This is an optimization exercise on Yosys and OpenROAD, whose aim is small area, not a production implementation. At most, simulation tests tie the RTL to the original design; equivalence was not proved. Function not checked in run 3: the RTL went through the layout flow alone. Power figures rest on the tool's default switching activity, not on a simulated workload.

$ cat flow/flow/run.sh
#!/bin/bash
# The standard layout (standard.sh), with two changes:
#  - before floorplanning, the storage array's and-or-invert gates start at
#    the smallest drive strength (flow/downsize.tcl); repair sizes up as needed;
#  - clock tree synthesis without dummy loads, with clkbuf_8 sink clusters.
# make's output goes to flow_make.log here; each ORFS step keeps its full log
# under orfs/logs.
set -euo pipefail
W=$(pwd)
export PRE_FLOORPLAN_TCL=$W/flow/downsize.tcl
export CTS_ARGS="-sink_clustering_enable -repair_clock_nets -dont_use_dummy_load -sink_clustering_size 16 -sink_clustering_max_diameter 50 -buf_list sky130_fd_sc_hd__clkbuf_8"
bash standard.sh > flow_make.log 2>&1
$ cat flow/constraint.sdc
create_clock -name core_clock -period 6.0 [get_ports {clk}]
set_input_delay 1.2000 -clock core_clock [delete_from_list [all_inputs] [get_ports {clk}]]
set_output_delay 1.2000 -clock core_clock [all_outputs]
set_load 0.01 [all_outputs]
$ cat flow/flow/downsize.tcl
# Synthesis sizes the and-or-invert gates of the storage array for speed;
# the design has timing to spare, so start them at the smallest size and let
# the repair steps size up whatever needs it.
set db [ord::get_db]
set small [$db findMaster sky130_fd_sc_hd__a22oi_1]
set n 0
foreach inst [[ord::get_db_block] getInsts] {
  set m [[$inst getMaster] getName]
  if {[regexp {^sky130_fd_sc_hd__a22oi_[24]$} $m]} {
    $inst swapMaster $small
    incr n
  }
}
puts "downsize: $n and-or-invert gates set to a22oi_1"
$ cat flow/config.mk
export PLATFORM = sky130hd
export DESIGN_NAME = instr_mem
export DESIGN_NICKNAME = instr_mem
export VERILOG_FILES = /design/flow/design.v
export SDC_FILE = /design/flow/constraint.sdc
export NUM_CORES = 4
export LEC_CHECK = 0
export CAP_MARGIN = 20
export CORE_MARGIN = 2
export CORE_UTILIZATION = 35
export GPL_TIMING_DRIVEN = 0
export PLACE_DENSITY = 0.42
export SETUP_SLACK_MARGIN = 0.6
export SLEW_MARGIN = 20
export SYNTH_HIERARCHICAL = 1
export SYNTH_MEMORY_MAX_BITS = 8192
$ cat flow/standard.sh
#!/bin/bash
# synth_recipe.tcl (not shown) runs the flow's synth.tcl, then flattens the netlist and writes it again
# the make line also repeats each setting of config.mk as NAME=value (left out here)
make -C /OpenROAD-flow-scripts/flow DESIGN_CONFIG=/design/flow/config.mk WORK_HOME=/design/flow/orfs CLKGATE_MAP_FILE= SYNTH_SCRIPT=/design/flow/synth_recipe.tcl "${@:-finish}"
$ cat flow/design.v
package instr_mem_pkg;
    localparam int DATA_WIDTH = 16;
    localparam int ADDR_BITS  = 8;
    localparam int DEPTH      = 1 << ADDR_BITS;
    localparam int ADDR_WIDTH = 16;
    localparam logic MODE_WRITE = 1'b0;
    localparam logic MODE_READ  = 1'b1;
    localparam logic EN_ACTIVE  = 1'b0;
endpackage
module instr_mem_aoi22 (
    input  logic a1, a2, b1, b2,
    output logic y
);
    assign y = ~((a1 & a2) | (b1 & b2));
endmodule
module instr_mem_array
#(
    parameter int WORD_W = instr_mem_pkg::DATA_WIDTH,
    parameter int ABITS  = instr_mem_pkg::ADDR_BITS
) (
    input  logic              clk,
    input  logic              we,
    input  logic [ABITS-1:0]  addr,
    input  logic [WORD_W-1:0] wdata,
    output logic [WORD_W-1:0] rdata
);
    localparam int WORDS  = 1 << ABITS;
    localparam int GROUPS = WORDS / 2;
    logic phase_q;
    always_ff @(posedge clk) phase_q <= ~phase_q;
    logic [WORD_W-1:0] ins;
    assign ins = wdata ^ {WORD_W{phase_q}};
    logic [WORD_W-1:0] mem_q [WORDS];
    logic              rsel  [WORDS];
    for (genvar w = 0; w < WORDS; w++) begin : g_word
        logic sel_w;
        logic sel_h;
        logic [WORD_W-1:0] d;
        assign sel_w = we && (addr == w);
        assign sel_h = !sel_w;
        for (genvar i = 0; i < WORD_W; i++) begin : g_bit
            instr_mem_aoi22 u_ins (
                .a1(sel_w), .a2(ins[i]),
                .b1(sel_h), .b2(mem_q[w][i]),
                .y (d[i])
            );
        end
        always_ff @(posedge clk) mem_q[w] <= d;
        assign rsel[w] = (addr == w);
    end
    logic [GROUPS-1:0] grp_n [WORD_W];
    for (genvar i = 0; i < WORD_W; i++) begin : g_rd
        for (genvar g = 0; g < GROUPS; g++) begin : g_grp
            instr_mem_aoi22 u_rd (
                .a1(rsel[2*g]),   .a2(mem_q[2*g][i]),
                .b1(rsel[2*g+1]), .b2(mem_q[2*g+1][i]),
                .y (grp_n[i][g])
            );
        end
    end
    logic [WORD_W-1:0] rd_raw;
    for (genvar i = 0; i < WORD_W; i++) begin : g_or
        assign rd_raw[i] = ~(&grp_n[i]);
    end
    assign rdata = rd_raw ^ {WORD_W{phase_q}};
endmodule
module instr_mem
#(
    parameter int DATA_WIDTH = instr_mem_pkg::DATA_WIDTH,
    parameter int ADDR_BITS  = instr_mem_pkg::ADDR_BITS
) (
    input  logic                  clk,
    input  logic                  reset,
    input  logic [15:0]           address,
    input  logic [DATA_WIDTH-1:0] setup,
    input  logic                  R_WR,
    input  logic                  enable,
    output logic [DATA_WIDTH-1:0] instruction
);
    logic                  in_range;
    logic                  active;
    logic                  do_write;
    logic                  do_read;
    logic                  mem_we;
    logic [DATA_WIDTH-1:0] mem_rdata;
    logic [DATA_WIDTH-1:0] instr_d;
    logic [DATA_WIDTH-1:0] instr_q;
    assign in_range = ((address >> ADDR_BITS) == 16'd0);
    assign active   = (enable == instr_mem_pkg::EN_ACTIVE);
    assign do_write = active && (R_WR == instr_mem_pkg::MODE_WRITE);
    assign do_read  = active && (R_WR == instr_mem_pkg::MODE_READ);
    assign mem_we = !reset && do_write && in_range;
    instr_mem_array #(
        .WORD_W (DATA_WIDTH),
        .ABITS  (ADDR_BITS)
    ) u_array (
        .clk   (clk),
        .we    (mem_we),
        .addr  (address[ADDR_BITS-1:0]),
        .wdata (setup),
        .rdata (mem_rdata)
    );
    always_comb begin
        instr_d = instr_q;
        if (do_read) begin
            instr_d = in_range ? mem_rdata : '0;
        end
    end
    always_ff @(posedge clk) begin
        if (reset) begin
            instr_q <= '0;
        end else begin
            instr_q <= instr_d;
        end
    end
    assign instruction = instr_q;
endmodule
==> summary.txt, run 1 <==
Pwr/cell area -> 288 nW/um^2
Share of post-route cells with drive strength above 1 -> 11.1%
Worst endpoint required time -> 7100 ps
Max-cap violations -> 0
Max Clock Freq -> 0.180 GHz
Design area -> 162000 um^2
Buffers on Ports -> 47
Crit-path max FO -> 16
Num CTS Buffers -> 531
# IOs -> 52
Clock Pin Slew Worst Setup and Hold Paths -> 80 ps
R2R setup slack -> 1730 ps
Worst setup endpoint -> instr_q[14]
Die width -> 631 um
Layout net count -> 12900
Overflow after GRT -> 0
RSZ-0062 raised after global routing -> yes
Clk Tree Root Cell -> clkbuf_8
Clock Tree Buf Depth -> 4
Fin. max-slew vios -> 0
Relative slew slack -> 16.1%
Crit path kind -> in -> reg
Vias in the first global route -> 113000
First-pass GRT wire length -> 857000 um
Wire length per cell -> 34.0 um
Layout Cells excl Fill -> 18100
Initial antenna violation count -> 19
Leakage power -> 55.1 nW
Post-synth net total -> 12000
RR Startpoint -> u_array.mem_q[242][6]
Vias -> 119000
Initial DRC count -> 15000
Dpl cell area -> 154000 um^2
Gr usage total -> 29.4%
Status -> timing/DRC/antenna clean
Routed wire length -> 616000 um
Synthesis warning total -> 13
Final setup viols -> 0
Site Rows -> 230
H-Tree Depth -> 6
Max VDD drop -> 200 uV
Clk sinks -> 4113
Worst r2r dst -> instr_q[6]
CP startpoint -> address[2]
Worst skew pair latency -> 1200 ps
TritonRoute pass-1 iters -> 7
Period utilization -> 92.7%
TritonCTS clock tree -> built
Crit path time final -> 5560 ps
Placed Cells -> 17600
Post-layout util -> 41.3%
Post-Synthesis Cells -> 12000
HPWL Detailed -> 428000 um
Full die area -> 398000 um^2
Crit path capture type -> flop
R2R cell count -> 8
Largest net degree at the start of global routing -> 23
DRT antenna net count -> 0
Drc violations -> 0
Initial Util -> 35.1%
CP startpoint kind -> primary input
Arrival @ worst endpoint -> 6660 ps
Hold Crit Class -> reg -> reg
Die Y -> 631 um
Final Hold Vio Count -> 0
Gpl congestion -> 0.855
Core area -> 392000 um^2
Slew @ Worst Pin -> 1260 ps
Total power -> 46.6 mW
Vias/cell -> 6.59
Setup Skew -> 88.4 ps
-- worst min-delay path by stage --
| stage | slack, ps | start | endpoint | cells after the start |
|---|---|---|---|---|
| finish | 430 | u_array.mem_q[190][4] | u_array.mem_q[190][4] | 1 |
| global route | 440 | u_array.mem_q[153][1] | u_array.mem_q[153][1] | 1 |
| CTS | 440 | u_array.mem_q[243][0] | u_array.mem_q[243][0] | 1 |
| detailed placement | 430 | u_array.mem_q[238][13] | u_array.mem_q[238][13] | 1 |
| global placement | 420 | u_array.mem_q[248][2] | u_array.mem_q[248][2] | 1 |
| floorplan | 410 | u_array.mem_q[0][0] | u_array.mem_q[0][0] | 1 |
-- critical path, cell delays in order --
cell and delay (ps):
clkdlybuf4s15_2 340, buf_6 240, nor2_2 170, nand3_4 380, clkbuf_8 500, nor2_2 260, a22oi_2 420, nand4_1 520
nor4_2 480, nand4_1 720, nor2_4 440, xnor2_1 150, or4bb_1 530, o32ai_2 220
-- power by group --
group | leakage [nW] | switching [mW] | internal (mW)
sequential | 37.7 | 0.00218 | 27.3
combinational | 13.6 | 1.12 | 0.574
clock | 3.82 | 9.80 | 7.84
total | 55.1 | 10.9 | 35.7
-- routing by layer --
metal  global-route usage [%]  share of wire, %  vias up
met4                     14.0               5.3       16
li1                         -                 -    51600
met2                     46.1                45     5729
met1                     39.5                42    61100
met3                     4.52               7.1     1039
met5                        0             0.016        -
-- placed cells by master, fill, tap and decap left out, drive strengths merged --
master / n
nand2: 276
nand2b: 20
buf: 413
nor2: 301
nor4: 129
or3: 1
nor2b: 6
or4bb: 16
nor3: 7
a22oi: 6144
o32ai: 16
nand3: 12
xor2: 16
dfxtp: 4113
clkdlybuf4s50: 43
xnor2: 16
or4: 2
clkbuf: 558
nand4: 546
diode: 12
and2b: 3
inv: 258
clkdlybuf4s15: 7
-- flip-flops by register name, indices dropped and copies added (netlist names) --
name	count
u_array.mem_q	4096
u_array.phase_q	1
instr_q	16
-- repair_timing --
item,in CTS,in global routing
pin swaps,20,15
gates resized for setup,130,30
endpoints found under the setup margin,16,14
hold buffers,0,0
buffers inserted,7,1
-- final cells by class --
class | count | area, um^2
flip-flops and latches | 4113 | 82300
well taps | 5220 | 6530
diodes | 12 | 30.0
clock buffers | 531 | 7310
repair buffers | 398 | 8380
inverters | 258 | 968
fillers | 37100 | 230000
plain buffers | 92 | 727
multi-input cells | 7511 | 55800
-- stage by stage --
step                hold WS, ps  setup slack [ps]  setup TNS [ps]
detailed placement          429             -3010         -223030
global placement            424            -11030               -
floorplan                   415             -1020        -3384330
global route                443               548               0
finish                      434               440               0
CTS                         437               589               0
==> inputs of run 2 (changes only) <==
==> flow/flow/run.sh (replaced) <==
#!/bin/bash
# The standard layout (standard.sh), with three changes:
#  - before floorplanning, the storage array's and-or-invert gates start at
#    the smallest drive strength (flow/downsize.tcl); repair sizes up as needed;
#  - ports buffered with buf_4 rather than the slow default buffer;
#  - clock tree synthesis without dummy loads, with clkbuf_8 sink clusters.
# make's output goes to flow_make.log here; each ORFS step keeps its full log
# under orfs/logs.
set -euo pipefail
W=$(pwd)
export PRE_FLOORPLAN_TCL=$W/flow/downsize.tcl
export BUFFER_PORTS_ARGS="-buffer_cell sky130_fd_sc_hd__buf_4"
export CTS_ARGS="-sink_clustering_enable -repair_clock_nets -dont_use_dummy_load -sink_clustering_size 16 -sink_clustering_max_diameter 50 -buf_list sky130_fd_sc_hd__clkbuf_8"
bash standard.sh > flow_make.log 2>&1
==> run 2 against run 1 <==
Effect of this change:
- still clean
- combinational power hardly changed
- sequential share of layout area increased by 0.098 points
- clock-buffer cell count decreased by 4
- fmax down 3.3%
- die area unchanged
- register-to-register slack got worse by 70 ps
- utilization fell by 0.080 points
- global-route usage increased by 0.20 points
- clock skew decreased by 11 ps
- flip-flop and latch count unchanged
- routed wire length rose by 0.44%
- largest cell class unchanged
==> summary.txt, run 2 <==
Status -> timing/DRC/antenna clean
TritonRoute pass-1 iters -> 7
Worst r2r dst -> instr_q[15]
Critical path cell sequence -> buf_4 > nor2b_1 > buf_2 > nand3_2 > clkbuf_2 > nor2_2 > a22oi_1 > nand4_1 > nor4_2 > nand4_1 > nor2_2 > xnor2_1 > or4bb_1 > o32ai_2
CP max stage delay -> 840 ps
Buffers on Ports -> 47
Final setup viols -> 0
Wire length per cell -> 34.1 um
Hold Crit Class -> in -> reg
RSZ-0062 raised after global routing -> yes
Place WS -> -2120 ps
Post-layout util -> 41.3%
TritonCTS clock tree -> built
Crit-path max FO -> 16
Clock Pin Slew Worst Setup and Hold Paths -> 100 ps
Gr usage total -> 29.6%
Synthesis warning total -> 13
Site Rows -> 230
Max VDD drop -> 210 uV
Layout net count -> 12900
Most flops, register -> u_array.mem_q
Die Y -> 631 um
Crit path time final -> 5750 ps
Routed wire length -> 619000 um
Drc violations -> 0
Slowest CP cell -> nand4_1
Crit path kind -> in -> reg
Largest net degree at the start of global routing -> 24
Worst skew pair latency -> 1230 ps
Initial DRC count -> 14900
Vias in the first global route -> 114000
Clk Tree Root Cell -> clkbuf_8
Slew @ Worst Pin -> 1190 ps
Core area -> 392000 um^2
Initial antenna violation count -> 27
Gpl congestion -> 0.862
Relative slew slack -> 20.7%
Pwr/cell area -> 288 nW/um^2
Final Hold Vio Count -> 0
Layout Cells excl Fill -> 18100
Initial Util -> 35.1%
Commonest non-fill, non-tap cell in the layout -> a22oi_1
Period utilization -> 95.9%
Max reg flops -> 4096
Arrival @ worst endpoint -> 6860 ps
Leakage power -> 55.2 nW
RR Startpoint -> u_array.mem_q[181][15]
DRT antenna net count -> 0
R2R cell count -> 8
Hold path cells -> 3
H-Tree Depth -> 6
Num CTS Buffers -> 527
CP startpoint kind -> primary input
R2R setup slack -> 1660 ps
Overflow after GRT -> 0
Final setup margin -> 248 ps
Vias/cell -> 6.60
Fin. max-slew vios -> 0
Max Clock Freq -> 0.174 GHz
Hold Crit Start -> reset
HPWL Detailed -> 428000 um
Worst endpoint required time -> 7110 ps
Post-Synthesis Cells -> 12000
Full die area -> 398000 um^2
Post-synth net total -> 12000
Crit path capture type -> flop
Vias -> 120000
Total power -> 46.6 mW
Max-cap violations -> 0
# IOs -> 52
First-pass GRT wire length -> 864000 um
Placed Cells -> 17600
Cts hold-fix bufs -> 0
Setup Skew -> 77.0 ps
Share of post-route cells with drive strength above 1 -> 11.4%
Hold Path End -> instr_q[7]
Clock Tree Buf Depth -> 4
Clk sinks -> 4113
Die width -> 631 um
Most frequent cells in the layout -> a22oi_1, dfxtp_1, nand4_1
Largest registers -> u_array.mem_q: 4096 flops, instr_q: 16 flops, u_array.phase_q: 1 flops
-- run 2: worst max-delay path, delay by kind of cell --
| kind | cells | cell delay, ps |
|---|---|---|
| buf+inv | 3 | 790 |
| simple gates | 8 | 3920 |
| xor+xnor | 1 | 170 |
| compound gates | 2 | 710 |
-- run 2: stage by stage --
step | setup TNS (ps) | hold WS [ps] | cell area [um^2]
final | 0 | 338 | 162000
after global routing | 0 | 327 | 162000
after CTS | 0 | 218 | 161000
after detailed placement | -48850 | 429 | 154000
after global placement | - | 424 | 145000
after floorplan | -3384330 | 415 | 138000
-- run 2: final cells by class --
cell class | instances | area, um^2
fillers | 37000 | 230000
flip-flops and latches | 4113 | 82300
multi-input cells | 7511 | 55600
repair buffers | 407 | 8380
clock buffers | 527 | 7250
well taps | 5220 | 6530
inverters | 258 | 968
plain buffers | 92 | 659
diodes | 9 | 22.5
-- run 2: how the worst max path moves through the flow --
stage                     from                     end  slack, ps  depth (start not counted)
2_1_floorplan        setup[10]    u_array.mem_q[0][10]      -1020                          2
3_3_place_gp   u_array.phase_q  u_array.mem_q[207][10]     -11180                          4
3_5_place_dp        address[1]              instr_q[3]      -2120                         14
4_1_cts             address[1]             instr_q[14]        610                         15
5_1_grt             address[1]             instr_q[14]        520                         15
6_report            address[7]             instr_q[15]        250                         14
-- run 2: timing repair --
item                       in CTS  in global routing
pin swaps                      11                  7
resized for setup              92                 13
setup endpoints to repair      16                 14
setup buffers                   2                  0
-- run 2: power breakdown --
group / switching (mW) / internal (mW) / leakage (nW)
clock network: 9.78 / 7.78 / 3.79
logic: 1.13 / 0.569 / 13.7
registers: 0.00218 / 27.3 / 37.7
-- run 2: metal layers --
layer  global-route usage [%]  wire [um]
met2                     45.8     277000
met5                        0         64
met4                     14.8      33600
met1                     40.2     265000
met3                     4.23      43100
==> inputs of run 3 (changes only) <==
--- a/flow/design.v
+++ b/flow/design.v
@@ -7,12 +7,6 @@
     localparam logic MODE_READ  = 1'b1;
     localparam logic EN_ACTIVE  = 1'b0;
 endpackage
-module instr_mem_aoi22 (
-    input  logic a1, a2, b1, b2,
-    output logic y
-);
-    assign y = ~((a1 & a2) | (b1 & b2));
-endmodule
 module instr_mem_array
 #(
     parameter int WORD_W = instr_mem_pkg::DATA_WIDTH,
@@ -24,45 +18,14 @@
     input  logic [WORD_W-1:0] wdata,
     output logic [WORD_W-1:0] rdata
 );
-    localparam int WORDS  = 1 << ABITS;
-    localparam int GROUPS = WORDS / 2;
-    logic phase_q;
-    always_ff @(posedge clk) phase_q <= ~phase_q;
-    logic [WORD_W-1:0] ins;
-    assign ins = wdata ^ {WORD_W{phase_q}};
+    localparam int WORDS = 1 << ABITS;
     logic [WORD_W-1:0] mem_q [WORDS];
-    logic              rsel  [WORDS];
-    for (genvar w = 0; w < WORDS; w++) begin : g_word
-        logic sel_w;
-        logic sel_h;
-        logic [WORD_W-1:0] d;
-        assign sel_w = we && (addr == w);
-        assign sel_h = !sel_w;
-        for (genvar i = 0; i < WORD_W; i++) begin : g_bit
-            instr_mem_aoi22 u_ins (
-                .a1(sel_w), .a2(ins[i]),
-                .b1(sel_h), .b2(mem_q[w][i]),
-                .y (d[i])
-            );
-        end
-        always_ff @(posedge clk) mem_q[w] <= d;
-        assign rsel[w] = (addr == w);
-    end
-    logic [GROUPS-1:0] grp_n [WORD_W];
-    for (genvar i = 0; i < WORD_W; i++) begin : g_rd
-        for (genvar g = 0; g < GROUPS; g++) begin : g_grp
-            instr_mem_aoi22 u_rd (
-                .a1(rsel[2*g]),   .a2(mem_q[2*g][i]),
-                .b1(rsel[2*g+1]), .b2(mem_q[2*g+1][i]),
-                .y (grp_n[i][g])
-            );
+    always_ff @(posedge clk) begin
+        if (we) begin
+            mem_q[addr] <= wdata;
         end
     end
-    logic [WORD_W-1:0] rd_raw;
-    for (genvar i = 0; i < WORD_W; i++) begin : g_or
-        assign rd_raw[i] = ~(&grp_n[i]);
-    end
-    assign rdata = rd_raw ^ {WORD_W{phase_q}};
+    assign rdata = mem_q[addr];
 endmodule
 module instr_mem
 #(
==> flow/run.sh (new file) <==
#!/bin/bash
# synth_recipe.tcl (not shown) runs the flow's synth.tcl, then flattens the netlist and writes it again
# the make line also repeats each setting of config.mk as NAME=value (left out here)
make -C /OpenROAD-flow-scripts/flow DESIGN_CONFIG=/design/flow/config.mk WORK_HOME=/design/flow/orfs CLKGATE_MAP_FILE= SYNTH_SCRIPT=/design/flow/synth_recipe.tcl finish
==> flow/config.mk (replaced) <==
export PLATFORM = sky130hd
export DESIGN_NAME = instr_mem
export DESIGN_NICKNAME = instr_mem
export VERILOG_FILES = /design/flow/design.v
export SDC_FILE = /design/flow/constraint.sdc
export NUM_CORES = 4
export LEC_CHECK = 0
export CAP_MARGIN = 20
export CORE_MARGIN = 2
export CORE_UTILIZATION = 30
export PLACE_DENSITY = 0.4
export SLEW_MARGIN = 20
export SYNTH_MEMORY_MAX_BITS = 8192
removed: flow/flow/run.sh
removed: flow/flow/downsize.tcl
removed: flow/standard.sh
==> run 3 against run 2 <==
Effect of this change:
- largest power group unchanged
- power up 32%
- combinational power up 64%
- flip-flop and latch count down 1
- still clean
- critical endpoint is now u_array.mem_q[201][9]
- sequential share of layout area up 16 points
- die area up 33%
- final cell count down 16%
- first-iteration DRC count down 49%
- fmax up 18%
- sequential power up 16%
- utilization down 5.9 points
- non-clock buffer count up 164
- clock skew down 4.8 ps
==> summary.txt, run 3 <==
Crit path kind -> in -> reg
Most flops, register -> u_array.mem_q
Worst skew pair latency -> 1030 ps
Vias/cell -> 5.05
Post-synth net total -> 7326
Post-CTS sizing -> 0
Cts hold-fix bufs -> 0
Clock Pin Slew Worst Setup and Hold Paths -> 60 ps
Period utilization -> 81.2%
RSZ-0062 raised after global routing -> no
Ys async rst share -> 0%
Final setup margin -> 1130 ps
Status -> timing/DRC/antenna clean
RR Startpoint -> u_array.mem_q[92][4]
Final Hold Vio Count -> 0
Crit path capture type -> flop
Post-synth cell types -> 55
Largest net degree at the start of global routing -> 157
Clock Tree Buf Depth -> 4
Worst endpoint required time -> 6650 ps
HPWL Detailed -> 296000 um
Final setup viols -> 0
Worst r2r dst -> instr_q[4]
CP startpoint -> address[9]
Avg Cell Area, Syn -> 21.6 um^2
FF+latch count, synth -> 4112
Post-Synthesis Cells -> 7290
Initial DRC count -> 7636
Die width -> 728 um
TritonCTS clock tree -> built
Max-cap violations -> 0
Site Rows -> 265
Vias in the first global route -> 79300
Gpl congestion -> 0.797
TritonRoute pass-1 iters -> 5
Hold Crit Class -> in -> reg
Combinational power share -> 4.5%
Dpl cell area -> 170000 um^2
Internal power -> 47.8 mW
Slowest CP cell -> nor4bb_1
Share of post-route cells with drive strength above 1 -> 28.0%
R2R cell count -> 7
Max VDD drop -> 239 uV
Critical path cell sequence -> clkdlybuf4s50_1 > nor4_1 > nand3_1 > nor4bb_1 > nand2_1 > nor2_1 > buf_4
Psw -> 13.5 mW
Clk sinks -> 4112
Design area -> 185000 um^2
Setup TNS -> 0 ps
Overflow after GRT -> 0
Storage cell area -> 123000 um^2
Synthesis warning total -> 2
H-Tree Depth -> 5
# IOs -> 52
Initial Util -> 30.2%
Drc violations -> 0
Worst setup endpoint -> u_array.mem_q[201][9]
Crit path time final -> 4870 ps
Arrival @ worst endpoint -> 5520 ps
Vias -> 77300
Post-layout util -> 35.4%
R2R setup slack -> 2360 ps
Ys flop type -> edfxtp_1
Pwr/cell area -> 332 nW/um^2
Netlist Area Pre-Place -> 157000 um^2
Multi-input gate area -> 32200 um^2
Sw Share -> 22.0%
Area delta synth->final -> 17.4%
First-pass GRT wire length -> 666000 um
Post-CTS setup buffer count -> 0
Place WS -> 229 ps
Fillers -> 48300
Crit-path max FO -> 16
Leakage power -> 57.7 nW
Most frequent cell after synthesis -> edfxtp_1
Clock power share -> 44.0%
CP max stage delay -> 1110 ps
Num CTS Buffers -> 455
Setup Skew -> 72.2 ps
Buffers on Ports -> 51
Top cells by area, synth -> edfxtp_1, mux4_2, mux2i_1, mux2_2, o22ai_1
Wire length per cell -> 31.6 um
Reg power frac -> 51.5%
Post-synth top area share -> 78.3%
Die Y -> 728 um
DRT antenna net count -> 0
Initial antenna violation count -> 32
Post-synth EDFFs -> 4096
Relative slew slack -> 24.5%
Commonest non-fill, non-tap cell in the layout -> edfxtp_1
Gr usage total -> 17.9%
Slew @ Worst Pin -> 1130 ps
Routed wire length -> 483000 um
Register area share after synthesis -> 78.5%
Fin. max-slew vios -> 0
Core area -> 521000 um^2
Largest registers -> u_array.mem_q: 4096 flops, instr_q: 16 flops
Max reg flops -> 4096
Layout net count -> 8005
Most frequent cells in the layout -> edfxtp_1, mux4_2, buf_4
CP startpoint kind -> primary input
Synth area leader -> edfxtp_1
Full die area -> 530000 um^2
Max Clock Freq -> 0.205 GHz
Clk Tree Root Cell -> clkbuf_16
Most instantiated cells after synthesis -> edfxtp_1, mux4_2, mux2i_1, nor2_1, clkbuf_1
## run 3: cell count changes in the layout (fill, tap and decap cells not counted), sizes merged, moves of 187 or more
cell	previous run	this run
a22oi	6144	114
dfxtp	4113	16
edfxtp	0	4096
inv	258	15
mux4	0	837
o22ai	0	187
mux2i	0	336
nand4	546	18
clkinv	0	236
## run 3: worst min path at each step
stage / start / to / slack, ps / cells past startpoint
final: setup[11] / u_array.mem_q[63][11] / 590 / 1
after global routing: setup[11] / u_array.mem_q[62][11] / 560 / 1
after CTS: setup[11] / u_array.mem_q[62][11] / 520 / 1
after detailed placement: instr_q[8] / instr_q[8] / 670 / 2
after global placement: instr_q[8] / instr_q[8] / 680 / 2
after floorplan: instr_q[0] / instr_q[0] / 540 / 1
## run 3: power groups by stage
stage	clock network (mW)	registers [mW]	logic [mW]
6_report	27.0	31.6	2.78
4_1_cts	27.7	31.6	2.88
5_1_grt	28.8	31.6	2.95
3_5_place_dp	0	32.2	2.87
2_1_floorplan	0	32.2	1.26
3_3_place_gp	0	32.2	2.84
## run 3: routing by layer
layer | share of wire, % | routed length [um] | GRT usage (%)
met2 | 48 | 233000 | 29.4
met5 | 0 | 0 | 0
met3 | 4.7 | 22700 | 2.30
met1 | 45 | 216000 | 25.3
met4 | 2.4 | 11400 | 4.03
## run 3: cells by family (layout without fill, tap and decap cells)
kind of cell / count (synthesis) / after routing / share of synthesized area [%]
AO/OA/AOI/OAI: 623 / 623 / 2.91
buffers and inverters: 445 / 1509 / 1.26
flip-flops: 4112 / 4112 / 78.5
multiplexers: 1297 / 1297 / 15.0
other: 0 / 20 / 0
AND/OR/NAND/NOR: 813 / 813 / 2.33
## run 3: worst max-delay path: cells and delay by family
family	cells	cell delay, ps
buffers and inverters	2	740
and+or+nand+nor	5	3510
## run 3: cell type report
type                            instances  area share [%]
Sequential cell                      4112            66.8
Multi-Input combinational cell       2733            17.4
Clock buffer                          557            6.43
Tap cell                             6942            4.71
Timing Repair Buffer                  663            3.23
Clock inverter                        285            1.33
Antenna cell                           20          0.0271
Inverter                                4         0.00949
## run 3: metrics by stage
stage,std cells,hold slack (ps),power [mW]
floorplan,7290,538,33.5
global placement,14500,680,35.0
detailed placement,14500,670,35.1
CTS,15300,518,62.2
global route,15300,557,63.3
finish,15300,587,61.4

## static timing again, ports no longer ideal
In the flow no input, the clock included, has a driving cell. The finished layouts below were timed again as built, in two steps. Step 1 sets driving cells, clkbuf_16 on the clock port and buf_2 on the other inputs (assumed; they add their load-dependent delay and slew). Step 2, shift: input delay + t, output delay - t, t = (earliest + latest rising clock arrival at the registers) / 2. This alone moves slack from input paths to output paths. a / b / c = no drivers / after step 1 / after step 2; a / b = the first two.
| run | shift t [ns] | setup WS [ns] | clock arrival spread, ns | cell pins on the clock port's net |
|---|---|---|---|---|
| run 1 | 1.292 | 0.440 / 0.488 / -0.804 | 0.124 / 0.125 | 1 |
| run 2 | 1.289 | 0.248 / 0.251 / -1.038 | 0.098 / 0.098 | 1 |
| run 3 | 1.125 | 1.130 / 1.217 / 0.092 | 0.080 / 0.080 | 1 |
Met with ideal ports but missed after step 2: setup timing in run 1 and run 2. For run 2, which loses most, drivers alone change the setup slack by +0.003 ns; drivers and shift together by -1.286 ns.
